From an optimization exercise on the open Yosys and OpenROAD flow, aimed at small area, a short achievable clock period and few clock cycles per item; shortcuts taken in it are not production practice.
No run shown here included a check of the RTL's function; only the layout flow was run.
No activity file was given, so power comes from the tool's default toggle rates.

==> flow/design.v <==
`default_nettype none
package sparcPkg;
    typedef logic [31:0] instWord_t;                   
    typedef logic [31:0] dataWord_t;                   
    typedef logic [3:0]  aluOp_t;                      
    typedef logic [1:0]  memSize_t;                    
    typedef logic [2:0]  creditCnt_t;                  
    localparam aluOp_t AluAdd   = 4'b0000;
    localparam aluOp_t AluAddx  = 4'b0001;             
    localparam aluOp_t AluSub   = 4'b0010;
    localparam aluOp_t AluSubx  = 4'b0011;             
    localparam aluOp_t AluAnd   = 4'b0100;
    localparam aluOp_t AluOr    = 4'b0101;
    localparam aluOp_t AluXor   = 4'b0110;
    localparam aluOp_t AluXnor  = 4'b0111;
    localparam aluOp_t AluAndn  = 4'b1000;
    localparam aluOp_t AluOrn   = 4'b1001;
    localparam aluOp_t AluSll   = 4'b1010;
    localparam aluOp_t AluSrl   = 4'b1011;
    localparam aluOp_t AluSra   = 4'b1100;
    localparam aluOp_t AluPassB = 4'b1110;             
    localparam logic [1:0] OpArith  = 2'b10;
    localparam logic [1:0] OpMem    = 2'b11;
    localparam logic [2:0] OpSethi2 = 3'b100;          
    localparam memSize_t SizeByte = 2'd0;
    localparam memSize_t SizeHalf = 2'd1;
    localparam memSize_t SizeWord = 2'd2;
    localparam int         QueueDepth = 2;             
    localparam creditCnt_t OutCredits = 3'd4;          
    typedef struct packed {
        logic n;
        logic z;
        logic v;
        logic c;
    } iccFlags_t;
    typedef struct packed {
        logic     isMem;
        logic     isStore;
        memSize_t size;
        logic     signExt;                             
    } memCtrl_t;
    typedef struct packed {
        instWord_t inst;
        dataWord_t operandA;
        dataWord_t operandB;
    } issueSlot_t;
    typedef struct packed {
        aluOp_t    aluOp;
        logic      setsCc;
        memCtrl_t  memCtrl;
        dataWord_t operandA;
        dataWord_t operandB;
    } decodedInst_t;
    typedef struct packed {
        dataWord_t data;
        iccFlags_t icc;                                
        memCtrl_t  memCtrl;
    } result_t;
endpackage
`default_nettype wire
`timescale 1ns/1ps
`default_nettype none
module sparcAlu (
    input  wire logic [31:0] a,
    input  wire logic [31:0] b,
    input  wire logic        arith,
    input  wire logic        logicOp,
    input  wire logic        shift,
    input  wire logic        passB,
    input  wire logic        invB,
    input  wire logic        useCarry,
    input  wire logic [1:0]  sel,
    input  wire logic        carryIn,
    output logic [31:0]      y,
    output logic [3:0]       flags             
);
    logic [31:0] bx;
    logic [31:0] p;
    logic [31:0] g;
    logic        cin;
    logic [31:0] gp [0:5];                     
    logic [31:0] pp [0:5];                     
    logic [31:0] carry;                        
    logic        cout;
    logic [31:0] sum;
    logic [31:0] lres;
    logic [31:0] sIn;
    logic [31:0] sOut;
    logic        fill;
    logic        zAdd;
    logic        zLog;
    logic        v;
    logic        c;
    assign bx  = invB ? ~b : b;
    assign p   = a ^ bx;
    assign g   = a & bx;
    assign cin = (invB && arith) ^ (useCarry && carryIn);
    always_comb begin
        gp[0] = {g[31:1], g[0] | (p[0] & cin)};
        pp[0] = p;
        for (int l = 0; l < 5; l++) begin
            for (int i = 0; i < 32; i++) begin
                if (i >= (1 << l)) begin
                    gp[l+1][i] = gp[l][i] | (pp[l][i] & gp[l][i - (1 << l)]);
                    pp[l+1][i] = pp[l][i] & pp[l][i - (1 << l)];
                end else begin
                    gp[l+1][i] = gp[l][i];
                    pp[l+1][i] = pp[l][i];
                end
            end
        end
    end
    assign carry = {gp[5][30:0], cin};
    assign cout  = gp[5][31];
    assign sum   = p ^ carry;
    assign zAdd = ((p ^ {(a[30:0] | bx[30:0]), cin}) == 32'd0);
    always_comb begin
        case (sel)
            2'b01:   lres = g;
            2'b10:   lres = a | bx;
            default: lres = p;
        endcase
    end
    assign zLog = (lres == 32'd0);
    always_comb begin
        for (int i = 0; i < 32; i++) sIn[i] = (sel == 2'b01) ? a[31 - i] : a[i];
    end
    assign fill = (sel == 2'b11) && a[31];
    assign sOut = 32'({{32{fill}}, sIn} >> b[4:0]);
    always_comb begin
        if (logicOp)    y = lres;
        else if (passB) y = b;
        else if (shift) begin
            for (int i = 0; i < 32; i++) y[i] = (sel == 2'b01) ? sOut[31 - i] : sOut[i];
        end
        else            y = sum;
    end
    assign v = arith && (a[31] == bx[31]) && (a[31] != sum[31]);
    assign c = arith && (cout ^ invB);         
    assign flags = {y[31], logicOp ? zLog : zAdd, v, c};
endmodule
`default_nettype wire
`timescale 1ns/1ps
`default_nettype none
module instQueue (
    input  wire logic        Clk,
    input  wire logic        rstN,
    input  wire logic        instValid,
    input  wire logic [31:0] instIn,
    input  wire logic [31:0] operandA,
    input  wire logic [31:0] operandB,
    input  wire logic        take,         
    output logic             slotValid,
    output logic [31:0]      a,
    output logic [31:0]      b,
    output logic             arith,
    output logic             logicOp,
    output logic             shift,
    output logic             passB,
    output logic             invB,
    output logic             useCarry,
    output logic [1:0]       sel,
    output logic             setsCc,
    output logic [4:0]       memCtrl
);
    logic       dArith, dLogic, dShift, dPassB, dInvB, dUseCarry, dSetsCc;
    logic [1:0] dSel;
    logic [4:0] dMem;
    decodeStage u_decode (
        .inst(instIn), .arith(dArith), .logicOp(dLogic), .shift(dShift), .passB(dPassB),
        .invB(dInvB), .useCarry(dUseCarry), .sel(dSel), .setsCc(dSetsCc), .memCtrl(dMem)
    );
    always_ff @(posedge Clk) begin
        if (instValid) begin
            a        <= operandA;
            b        <= operandB;
            arith    <= dArith;
            logicOp  <= dLogic;
            shift    <= dShift;
            passB    <= dPassB;
            invB     <= dInvB;
            useCarry <= dUseCarry;
            sel      <= dSel;
            setsCc   <= dSetsCc;
            memCtrl  <= dMem;
        end
    end
    always_ff @(posedge Clk or negedge rstN) begin
        if (!rstN) begin
            slotValid <= 1'b0;
        end else if (instValid || take) begin
            slotValid <= instValid;
        end
    end
endmodule
`default_nettype wire
`timescale 1ns/1ps
`default_nettype none
module decodeStage (
    input  wire logic [31:0] inst,
    output logic             arith,        
    output logic             logicOp,      
    output logic             shift,        
    output logic             passB,        
    output logic             invB,         
    output logic             useCarry,     
    output logic [1:0]       sel,          
    output logic             setsCc,
    output logic [4:0]       memCtrl
);
    logic [1:0] op;
    logic [5:0] op3;
    logic       grp;
    assign op  = inst[31:30];
    assign op3 = inst[24:19];
    assign grp      = (op == 2'b10) && !op3[5] && (!op3[3] || (op3[1:0] == 2'b00));
    assign sel      = op3[1:0];
    assign arith    = grp && (op3[1:0] == 2'b00);
    assign logicOp  = grp && (op3[1:0] != 2'b00);
    assign invB     = grp && op3[2];
    assign useCarry = grp && op3[3];
    assign setsCc   = grp && op3[4];
    assign shift    = (op == 2'b10) && (op3[5:2] == 4'b1001) && (op3[1:0] != 2'b00);
    assign passB    = (op == 2'b00) && (inst[24:22] == 3'b100);
    always_comb begin
        memCtrl = 5'b00000;
        if (op == 2'b11) begin
            case (op3)
                6'b001001: memCtrl = 5'b10001;  
                6'b001010: memCtrl = 5'b10011;  
                6'b000000: memCtrl = 5'b10100;  
                6'b000001: memCtrl = 5'b10000;  
                6'b000010: memCtrl = 5'b10010;  
                6'b000011: memCtrl = 5'b10100;  
                6'b001101: memCtrl = 5'b10000;  
                6'b001111: memCtrl = 5'b10100;  
                6'b000101: memCtrl = 5'b11000;  
                6'b000110: memCtrl = 5'b11010;  
                6'b000100: memCtrl = 5'b11100;  
                6'b000111: memCtrl = 5'b11100;  
                default:   memCtrl = 5'b00000;
            endcase
        end
    end
endmodule
`default_nettype wire
`timescale 1ns/1ps
`default_nettype none
module executeStage (
    input  wire logic        Clk,
    input  wire logic        rstN,
    input  wire logic        take,
    input  wire logic        deliver,
    input  wire logic [31:0] a,
    input  wire logic [31:0] b,
    input  wire logic        arith,
    input  wire logic        logicOp,
    input  wire logic        shift,
    input  wire logic        passB,
    input  wire logic        invB,
    input  wire logic        useCarry,
    input  wire logic [1:0]  sel,
    input  wire logic        setsCc,
    input  wire logic [4:0]  memCtrl,
    output logic             resFull,
    output logic [40:0]      resOut
);
    logic [31:0] y;
    logic [3:0]  flags;
    logic [3:0]  iccReg;
    logic [3:0]  iccNext;
    sparcAlu u_alu (
        .a, .b, .arith, .logicOp, .shift, .passB, .invB, .useCarry, .sel,
        .carryIn(iccReg[0]), .y, .flags
    );
    assign iccNext = setsCc ? flags : iccReg;
    always_ff @(posedge Clk or negedge rstN) begin
        if (!rstN) begin
            iccReg  <= 4'd0;
            resFull <= 1'b0;
        end else begin
            if (take) iccReg <= iccNext;
            if (take || deliver) resFull <= take;
        end
    end
    always_ff @(posedge Clk) begin
        if (take) resOut <= {y, iccNext, memCtrl};
    end
endmodule
`default_nettype wire
`timescale 1ns/1ps
`default_nettype none
module sparcPipe (
    input  wire logic                Clk,
    input  wire logic                rstN,
    input  wire logic                instValid,
    input  wire sparcPkg::instWord_t instIn,
    input  wire sparcPkg::dataWord_t operandA,
    input  wire sparcPkg::dataWord_t operandB,
    input  wire logic                resCredit,
    output logic                     instCredit,
    output logic                     resValid,
    output sparcPkg::result_t        resOut
);
    logic                 slotValid;
    logic [31:0]          a, b;
    logic                 arith, logicOp, shift, passB, invB, useCarry, setsCc;
    logic [1:0]           sel;
    logic [4:0]           memCtrl;
    logic                 resFull;
    logic                 take;
    sparcPkg::creditCnt_t creditCnt;    
    logic [2:0]           ahead;        
    logic [1:0]           owed;         
    instQueue u_queue (
        .Clk, .rstN, .instValid, .instIn, .operandA, .operandB, .take,
        .slotValid, .a, .b, .arith, .logicOp, .shift, .passB, .invB, .useCarry, .sel, .setsCc,
        .memCtrl
    );
    executeStage u_execute (
        .Clk, .rstN, .take, .deliver(resValid), .a, .b, .arith, .logicOp, .shift, .passB, .invB,
        .useCarry, .sel, .setsCc, .memCtrl, .resFull, .resOut
    );
    assign resValid   = resFull && (creditCnt != '0);
    assign take       = slotValid && (!resFull || resValid);
    assign instCredit = (owed != 2'd0) && ({1'b0, ahead} < {1'b0, creditCnt});
    always_ff @(posedge Clk or negedge rstN) begin
        if (!rstN) begin
            creditCnt <= sparcPkg::OutCredits;
            ahead     <= 3'd0;
            owed      <= 2'd0;
        end else begin
            creditCnt <= creditCnt - sparcPkg::creditCnt_t'(resValid)
                         + sparcPkg::creditCnt_t'(resCredit);
            ahead     <= ahead + 3'(instCredit) - 3'(resValid);
            owed      <= owed + 2'(instValid) - 2'(instCredit);
        end
    end
endmodule
`default_nettype wire
==> flow/run.sh <==
#!/bin/bash
# synth_recipe.tcl (not shown) runs the flow's synth.tcl, then flattens the netlist and writes it again
# the make line also repeats each setting of config.mk as NAME=value (left out here)
make -C /OpenROAD-flow-scripts/flow DESIGN_CONFIG=/design/flow/config.mk WORK_HOME=/design/flow/orfs CLKGATE_MAP_FILE= SYNTH_SCRIPT=/design/flow/synth_recipe.tcl finish
==> flow/config.mk <==
export PLATFORM = sky130hd
export DESIGN_NAME = sparcPipe
export DESIGN_NICKNAME = sparcPipe
export VERILOG_FILES = /design/flow/design.v
export SDC_FILE = /design/flow/constraint.sdc
export NUM_CORES = 4
export LEC_CHECK = 0
export ABC_AREA = 1
export CAP_MARGIN = 20
export CORE_MARGIN = 2
export CORE_UTILIZATION = 60
export SLEW_MARGIN = 20
==> flow/constraint.sdc <==
create_clock -name core_clock -period 5.5 [get_ports {Clk}]
set_input_delay 1.1000 -clock core_clock [delete_from_list [all_inputs] [get_ports {Clk}]]
set_output_delay 1.1000 -clock core_clock [all_outputs]
set_load 0.01 [all_outputs]
==> flow_summary.json, run 1 <==
{
  "result_of_the_run": "no timing/DRC/antenna violations",
  "cts-resized-gates": 0,
  "final.min_clock_period_ns": 4.080,
  "final_layout_size_suffix_gt1_frac": 0.04050,
  "synth_top_area_frac": 0.3018,
  "min_from": "u_queue.memCtrl[4]",
  "synth_warnings": 7,
  "power-per-cell-area_nw_per_um2": 342.6,
  "num_rows": 51,
  "hold_path_depth": 0,
  "most_frequent_cell_on_the_critical_path": "nand2_1",
  "worst_setup_hold_path_clk_slew_ns": 0.07,
  "final-hold-violation-count": 0,
  "synth_largest_area_cell": "edfxtp_1",
  "antenna_cells": 0,
  "worst_hold_path_type": "flop to flop",
  "width_of_the_die_um": 144.5,
  "setup.worst_path.start_class": "flop",
  "crit_path_max_fanout": 35,
  "fin_worst_skew_ns": 0.01496,
  "grt_setup_unrepaired": "no",
  "syn_std_cell_area_um2": 11840,
  "leakagePower_uw": 0.006069,
  "cellInternalPower_uw": 2740,
  "grt_usage": 0.4368,
  "wirelength_mm": 45.12,
  "antenna_found_initial": 1,
  "ff2ff_setup_slack_ns": 1.42,
  "power_switching_uw": 1942,
  "critPathBufInv": 2,
  "via_total_after_detailed_routing": 12864,
  "timing_max_transition_violations_final": 0,
  "critPathTopFamily": "simple AND/OR/NAND/NOR gates",
  "port-buffer-count": 118,
  "power.clock.fraction": 0.249,
  "numCtsBuffers": 17,
  "endpoint_kind": "flop",
  "critical_path_required_time_ns": 5.66,
  "count_of_fill_cells_added_during_filler_insertion": 1580,
  "post_synth.cell_area_avg_um2": 7.055,
  "postCtsSetupRepairBufs": 0,
  "final_common_cell": "nand2_1",
  "drt_first_iter_violations": 2303,
  "io_pins": 143,
  "pwr-share-seq": 0.308,
  "number_of_global_route_vias_before_repair": 11657,
  "path_cells": "buf_4, xnor2_1, inv_1, fa_1, fa_1, nand2_1, o21ai_1, nand2_1, nand2_1, nand3_1, nand3_1, nand2_1, nand2_1, nand2_1, nand3_1, nand3_1, nand2_1, o21ai_0",
  "tritoncts_num_sinks": 133,
  "layout-area-overhead-vs-synth_pct": 15.45,
  "gr-total-overflow": 0,
  "synthCells": 1678,
  "die-area_um2": 20870,
  "wl_per_cell_um": 22.36,
  "detail_placement_hpwl_mm": 34.33,
  "timing.setup.critical_path_class": "flop to flop",
  "maxSlewHeadroom": 0.2466,
  "post_cts_hold_buffer_count": 0,
  "clk_root_buffer_cell": "clkbuf_16",
  "power_total_uw": 4682,
  "pin_slew_with_the_least_headroom_to_its_limit_ns": 1.130,
  "timing.max_cap.violations": 0,
  "ant_nets": 0,
  "edff_count_synth": 119,
  "finalNetCount": 1922,
  "synth_sequential_area_ratio": 0.3315,
  "leading_post_synthesis_cells_by_cell_area": "edfxtp_1 (30%), nand3_1 (13%), nand2_1 (13%), ha_1 (8.2%), inv_1 (5.5%)",
  "synthFlopType": "edfxtp_1",
  "worst-endpoint-arrival_ns": 4.24,
  "worst_hold_path.endpoint": "u_execute.resOut[4]",
  "syn-num-nets": 1860,
  "max-clock-path-buffers": 2,
  "ir_drop_worst_case_vdd_mv": 0.3698,
  "r2r-end": "u_execute.resOut[37]",
  "final_cell_count_no_fill": 2018,
  "timing.critical_path.slowest_stage_cell": "buf_4",
  "place_inst": 1986,
  "number_of_unique_standard_cell_types_used_by_synthesis": 45,
  "grt_start_max_net_pins": 71,
  "gp_routability_congestion": 1.108,
  "die_h_um": 144.5,
  "tritoncts": "built",
  "drtPass1Iterations": 7,
  "timing.setup.tns_ns": 0,
  "post-route-period-util": 0.7418,
  "critical_path.reg2reg.startpoint": "u_queue.invB",
  "asyncSetResetFlopFracSynth": 0.1053,
  "coreArea_um2": 19400,
  "htree_num_levels": 4,
  "p_comb_frac": 0.443,
  "reg2reg_path_depth": 18,
  "switching_share": 0.4148,
  "initial_cell_density_of_the_core": 0.6103,
  "timing.fmax_mhz": 245.1,
  "hold_ws_ns": 0.4249,
  "synth_seq_cells": 133,
  "drc_viols": 0,
  "layout_common_cells": "nand2_1 (402), nand3_1 (310), inv_1 (171), edfxtp_1 (119), nor2_1 (118)",
  "max_stage_delay_ns": 0.54,
  "grt_pass1_wl_mm": 66.87,
  "clkLatencyLatePin_ns": 0.44,
  "avgViaCountPerCell": 6.375,
  "final-setup-viol-count": 0
}
power by group through the flow:
stage	sequential [µW]	combinational [µW]	clock, µW
3_3_place_gp	1440	1890	0
3_5_place_dp	1450	1990	0
5_1_grt	1450	2250	1200
6_report	1440	2070	1170
2_1_floorplan	1430	1260	0
4_1_cts	1440	2000	1160
cells in the mapped netlist (5+ instances only):
cell / number
nor3_1: 14
a21oi_1: 69
inv_1: 172
o211ai_1: 18
nand2_1: 402
nor4_1: 7
xor2_1: 5
xnor2_1: 44
o21ai_0: 104
nand3_1: 310
buf_1: 15
or2_2: 14
nand4_1: 11
dfrtp_1: 13
nor2_1: 118
buf_2: 32
ha_1: 78
edfxtp_1: 119
o21a_1: 8
clkbuf_1: 43
o221ai_1: 23
o21bai_1: 5
o21ai_1: 10
worst register-to-register path, stage by stage, from the launching register on:
cell and delay, ns:
edfxtp_1 0.32, buf_4 0.54, xnor2_1 0.23, inv_1 0.12, fa_1 0.45, fa_1 0.44
nand2_1 0.10, o21ai_1 0.12, nand2_1 0.09, nand2_1 0.15, nand3_1 0.17, nand3_1 0.22
nand2_1 0.17, nand2_1 0.10, nand2_1 0.07, nand3_1 0.06, nand3_1 0.13, nand2_1 0.08
o21ai_0 0.24
flip-flops by register name, indices dropped and copies added, names as in the netlist, 2 cells and up:
register / flops
ahead: 3
owed: 2
u_queue.sel: 2
u_queue.a: 32
u_queue.memCtrl: 5
creditCnt: 3
u_queue.b: 32
u_execute.iccReg: 4
u_execute.resOut: 41
worst max path at each step:
| stage | cells after the start | from | end | slack (ns) |
|---|---|---|---|---|
| 6_report | 18 | u_queue.invB | u_execute.resOut[37] | 1.42 |
| 5_1_grt | 18 | u_queue.b[1] | u_execute.resOut[38] | 1.24 |
| 4_1_cts | 6 | creditCnt[2] | instCredit | 1.20 |
| 3_5_place_dp | 6 | creditCnt[2] | instCredit | 1.62 |
| 3_3_place_gp | 18 | u_queue.b[1] | u_execute.resOut[38] | 1.74 |
| 2_1_floorplan | 19 | u_queue.invB | u_execute.resOut[31] | 2.06 |
layer usage:
| metal | wire length [µm] | GRT usage | up-vias |
|---|---|---|---|
| met2 | 18280 | 0.6283 | 1032 |
| met3 | 6598 | 0.1397 | 165 |
| met5 | 0 | 0 | - |
| met1 | 17440 | 0.5908 | 5848 |
| met4 | 2797 | 0.2202 | 0 |
| li1 | - | - | 5819 |
final cells by class:
type / instances / area, µm² / share of cell area
inverters: 175 / 656.9 / 0.04806
clock buffers: 18 / 429.2 / 0.03140
flip-flops and latches: 133 / 3925 / 0.2872
well taps: 265 / 331.6 / 0.02426
multi-input cells: 1276 / 6853 / 0.5014
repair buffers: 137 / 1321 / 0.09667
clock inverters: 14 / 151.4 / 0.01108
per-stage QoR:
step	area [µm²]	setup WS [ns]	util
2_1_floorplan	11840	2.064	-
3_3_place_gp	13090	1.741	0.6746
3_5_place_dp	13090	1.624	0.6746
4_1_cts	13670	1.199	0.7045
5_1_grt	13670	1.239	0.7046
6_report	13670	1.420	0.7046
kinds of logic after synthesis:
logic type	share of synthesized area
xor+xnor	0.03625
simple gates	0.3235
buf+inv	0.08994
compound gates	0.1296
fa+ha+maj	0.08920
flops	0.3315
==> inputs of run 2 (changes only) <==
--- a/flow/config.mk
+++ b/flow/config.mk
@@ -9,4 +9,5 @@
 export CAP_MARGIN = 20
 export CORE_MARGIN = 2
-export CORE_UTILIZATION = 60
+export CORE_UTILIZATION = 45
+export SETUP_SLACK_MARGIN = 1.0
 export SLEW_MARGIN = 20
==> run 2 against run 1 <==
Critical path depth unchanged. Sequential power hardly changed. Global-route usage is 9.8 points lower. First-iteration DRC count shrank 19%. Design area rose by 1.2%. Non-clock buffer count up 7. Combinational power hardly changed. Largest cell class unchanged.
==> flow_summary.json, run 2 <==
{
  "numCtsBuffers": 17,
  "count_of_fill_cells_added_during_filler_insertion": 2572,
  "hold_path_depth": 0,
  "number_of_global_route_vias_before_repair": 11238,
  "io_pins": 143,
  "initial_cell_density_of_the_core": 0.4569,
  "place_inst": 2063,
  "ant_nets": 0,
  "syn-num-nets": 1860,
  "layout-area-overhead-vs-synth_pct": 16.85,
  "post_synth.cell_area_avg_um2": 7.055,
  "num_rows": 59,
  "complex_gate_fraction_of_the_synthesized_area": 0.1296,
  "final_layout_size_suffix_gt1_frac": 0.04489,
  "hold_ws_ns": 0.4271,
  "final_common_cell": "nand2_1",
  "tritoncts": "built",
  "pwr-share-seq": 0.304,
  "max_flop_register": "u_execute.resOut",
  "asyncSetResetFlopFracSynth": 0.1053,
  "postCtsSetupRepairBufs": 0,
  "post_synth_xor_area_fraction": 0.03625,
  "critical_path_required_time_ns": 5.59,
  "die_h_um": 166.2,
  "wl_per_cell_um": 22.54,
  "synthFlopType": "edfxtp_1",
  "timing_max_transition_violations_final": 0,
  "endpoint_kind": "flop",
  "grt_setup_unrepaired": "no",
  "post-route-period-util": 0.7535,
  "leakagePower_uw": 0.006115,
  "grt_usage": 0.3390,
  "layout_common_cells": "nand2_1 (402), nand3_1 (310), inv_1 (171), edfxtp_1 (119), nor2_1 (118)",
  "worst_setup_hold_path_clk_slew_ns": 0.07,
  "leading_post_synthesis_cells_by_cell_area": "edfxtp_1 (30%), nand3_1 (13%), nand2_1 (13%), ha_1 (8.2%), inv_1 (5.5%)",
  "synthAdderAreaFrac": 0.08920,
  "clk_root_buffer_cell": "clkbuf_16",
  "result_of_the_run": "no timing/DRC/antenna violations",
  "synthTopCellsByCount": "nand2_1 (402), nand3_1 (310), inv_1 (172), edfxtp_1 (119), nor2_1 (118)",
  "gp_routability_congestion": 1.043,
  "edff_count_synth": 119,
  "ir_drop_worst_case_vdd_mv": 0.3983,
  "maxSlewHeadroom": 0.2876,
  "grt_pass1_wl_mm": 70.40,
  "synth_largest_area_cell": "edfxtp_1",
  "timing.setup.tns_ns": 0,
  "pin_slew_with_the_least_headroom_to_its_limit_ns": 1.067,
  "worst_hold_path_type": "flop to flop",
  "detail_placement_hpwl_mm": 36.74,
  "final-setup-viol-count": 0,
  "wirelength_mm": 47.23,
  "avgViaCountPerCell": 5.901,
  "worst-endpoint-arrival_ns": 4.24,
  "via_total_after_detailed_routing": 12363,
  "finalNetCount": 1929,
  "grt_start_max_net_pins": 64,
  "htree_num_levels": 4,
  "cts-resized-gates": 0,
  "synth_mux_area_frac": 0,
  "power_switching_uw": 1982,
  "power_total_uw": 4737,
  "syn_std_cell_area_um2": 11840,
  "final.min_clock_period_ns": 4.144,
  "drc_viols": 0,
  "synth_warnings": 7,
  "largest_family_of_logic_cells_by_synthesized_area": "simple AND/OR/NAND/NOR gates",
  "antenna_cells": 0,
  "synth_sequential_area_ratio": 0.3315,
  "final-hold-violation-count": 0,
  "port-buffer-count": 118,
  "final_cell_count_no_fill": 2095,
  "crit_path_max_fanout": 10,
  "reg2reg_path_depth": 18,
  "drtPass1Iterations": 7,
  "gr-total-overflow": 0,
  "biggestRegsByFlops": "u_execute.resOut: 41 flops, u_queue.a: 32 flops, u_queue.b: 32 flops",
  "tritoncts_num_sinks": 133,
  "switching_share": 0.4184,
  "setup.worst_path.start_class": "flop",
  "drt_first_iter_violations": 1862,
  "fin_worst_skew_ns": 0.02151,
  "timing.fmax_mhz": 241.3,
  "number_of_unique_standard_cell_types_used_by_synthesis": 45,
  "post_cts_hold_buffer_count": 0,
  "number_of_flip_flops_in_the_largest_register": 41,
  "synth_seq_cells": 133,
  "cellInternalPower_uw": 2755,
  "antenna_found_initial": 2,
  "synth_simple_gate_area_frac": 0.3235,
  "synth_top_area_frac": 0.3018,
  "power.clock.fraction": 0.261,
  "post-synth-top-count-cell": "nand2_1",
  "ff2ff_setup_slack_ns": 1.36,
  "coreArea_um2": 25910,
  "width_of_the_die_um": 166.2,
  "die-area_um2": 27620,
  "power-per-cell-area_nw_per_um2": 342.4,
  "p_comb_frac": 0.435,
  "timing.setup.critical_path_class": "flop to flop",
  "max-clock-path-buffers": 2,
  "clkLatencyLatePin_ns": 0.44,
  "timing.max_cap.violations": 0,
  "synthCells": 1678
}
[run 2: kinds of logic after synthesis]
group,after synthesis
simple gates,884
fa+ha+maj,82
flops,133
buf+inv,269
xor+xnor,49
compound gates,261
[run 2: power groups by stage]
stage | sequential [µW] | combinational (µW) | clock [µW]
after floorplan | 1430 | 1260 | 0
after global placement | 1460 | 1970 | 0
after detailed placement | 1460 | 2010 | 0
after CTS | 1440 | 2010 | 1250
after global routing | 1460 | 2250 | 1280
final | 1440 | 2060 | 1240
[run 2: final timing paths]
check / start / endpoint
max: u_queue.invB / u_execute.resOut[38]
min: u_queue.memCtrl[0] / u_execute.resOut[0]
max reg2reg: u_queue.invB / u_execute.resOut[38]
min reg2reg: u_queue.memCtrl[0] / u_execute.resOut[0]
max in group asynchronous: rstN / u_execute.iccReg[0]
min in group asynchronous: rstN / u_execute.resFull
[run 2: final cells by class]
cell class / count / area [µm²] / area share
Multi-Input combinational cell: 1276 / 6852 / 0.4953
Sequential cell: 133 / 3925 / 0.2837
Timing Repair Buffer: 144 / 1374 / 0.09931
Inverter: 175 / 656.9 / 0.04749
Clock buffer: 17 / 425.4 / 0.03075
Tap cell: 335 / 419.2 / 0.03030
Clock inverter: 15 / 181.4 / 0.01312
[run 2: metrics by stage]
stage          utilization  cell area (µm²)  worst slack, ns
2_1_floorplan            -            11840            2.064
3_3_place_gp        0.5105            13230            1.529
3_5_place_dp        0.5105            13230            1.546
4_1_cts             0.5339            13830            1.495
5_1_grt             0.5339            13830            1.127
6_report            0.5339            13830            1.356
[run 2: routing by layer]
metal,track usage,part of all wire
met1,0.4980,0.44
met2,0.4687,0.40
met3,0.07555,0.11
met4,0.1618,0.048
met5,0,0.00019
[run 2: worst max-delay path: stages (launching register included)]
cell and delay (ns):
edfxtp_1 0.73, buf_4 0.35, xnor2_1 0.13, ha_1 0.41, inv_1 0.10, o21ai_0 0.22
a21oi_1 0.07, nand2_1 0.21, nand2_1 0.09, nand2_1 0.12, inv_1 0.08, o21bai_1 0.57
nand2_1 0.14, nand2_1 0.10, nand2_1 0.05, nand3_1 0.07, nand3_1 0.07, nand2_1 0.09
o21ai_0 0.21

==> port drivers added, routing unchanged <==
Ports are ideal in the flow. The routed layouts listed here were re-timed in OpenROAD. Step 1, drivers: a clkbuf_16 drives Clk and a buf_2 each remaining input, both assumed. Step 2 times the ports against the registers' clock, not the clock port: input delays grow and output delays shrink by t, the midpoint of the rising clock arrivals with the driver on. a / b / c = ideal / step 1 / step 2; a / b = the first two.
| run | shift t [ns] | slack for setup (ns) | worst data-port slew with drivers (ns) |
|---|---|---|---|
| run 1 | 0.479 | 1.420 / 1.420 / 1.420 | 0.05 |
| run 2 | 0.484 | 1.356 / 1.356 / 1.356 | 0.05 |
After both steps setup and hold are still met in every run listed.
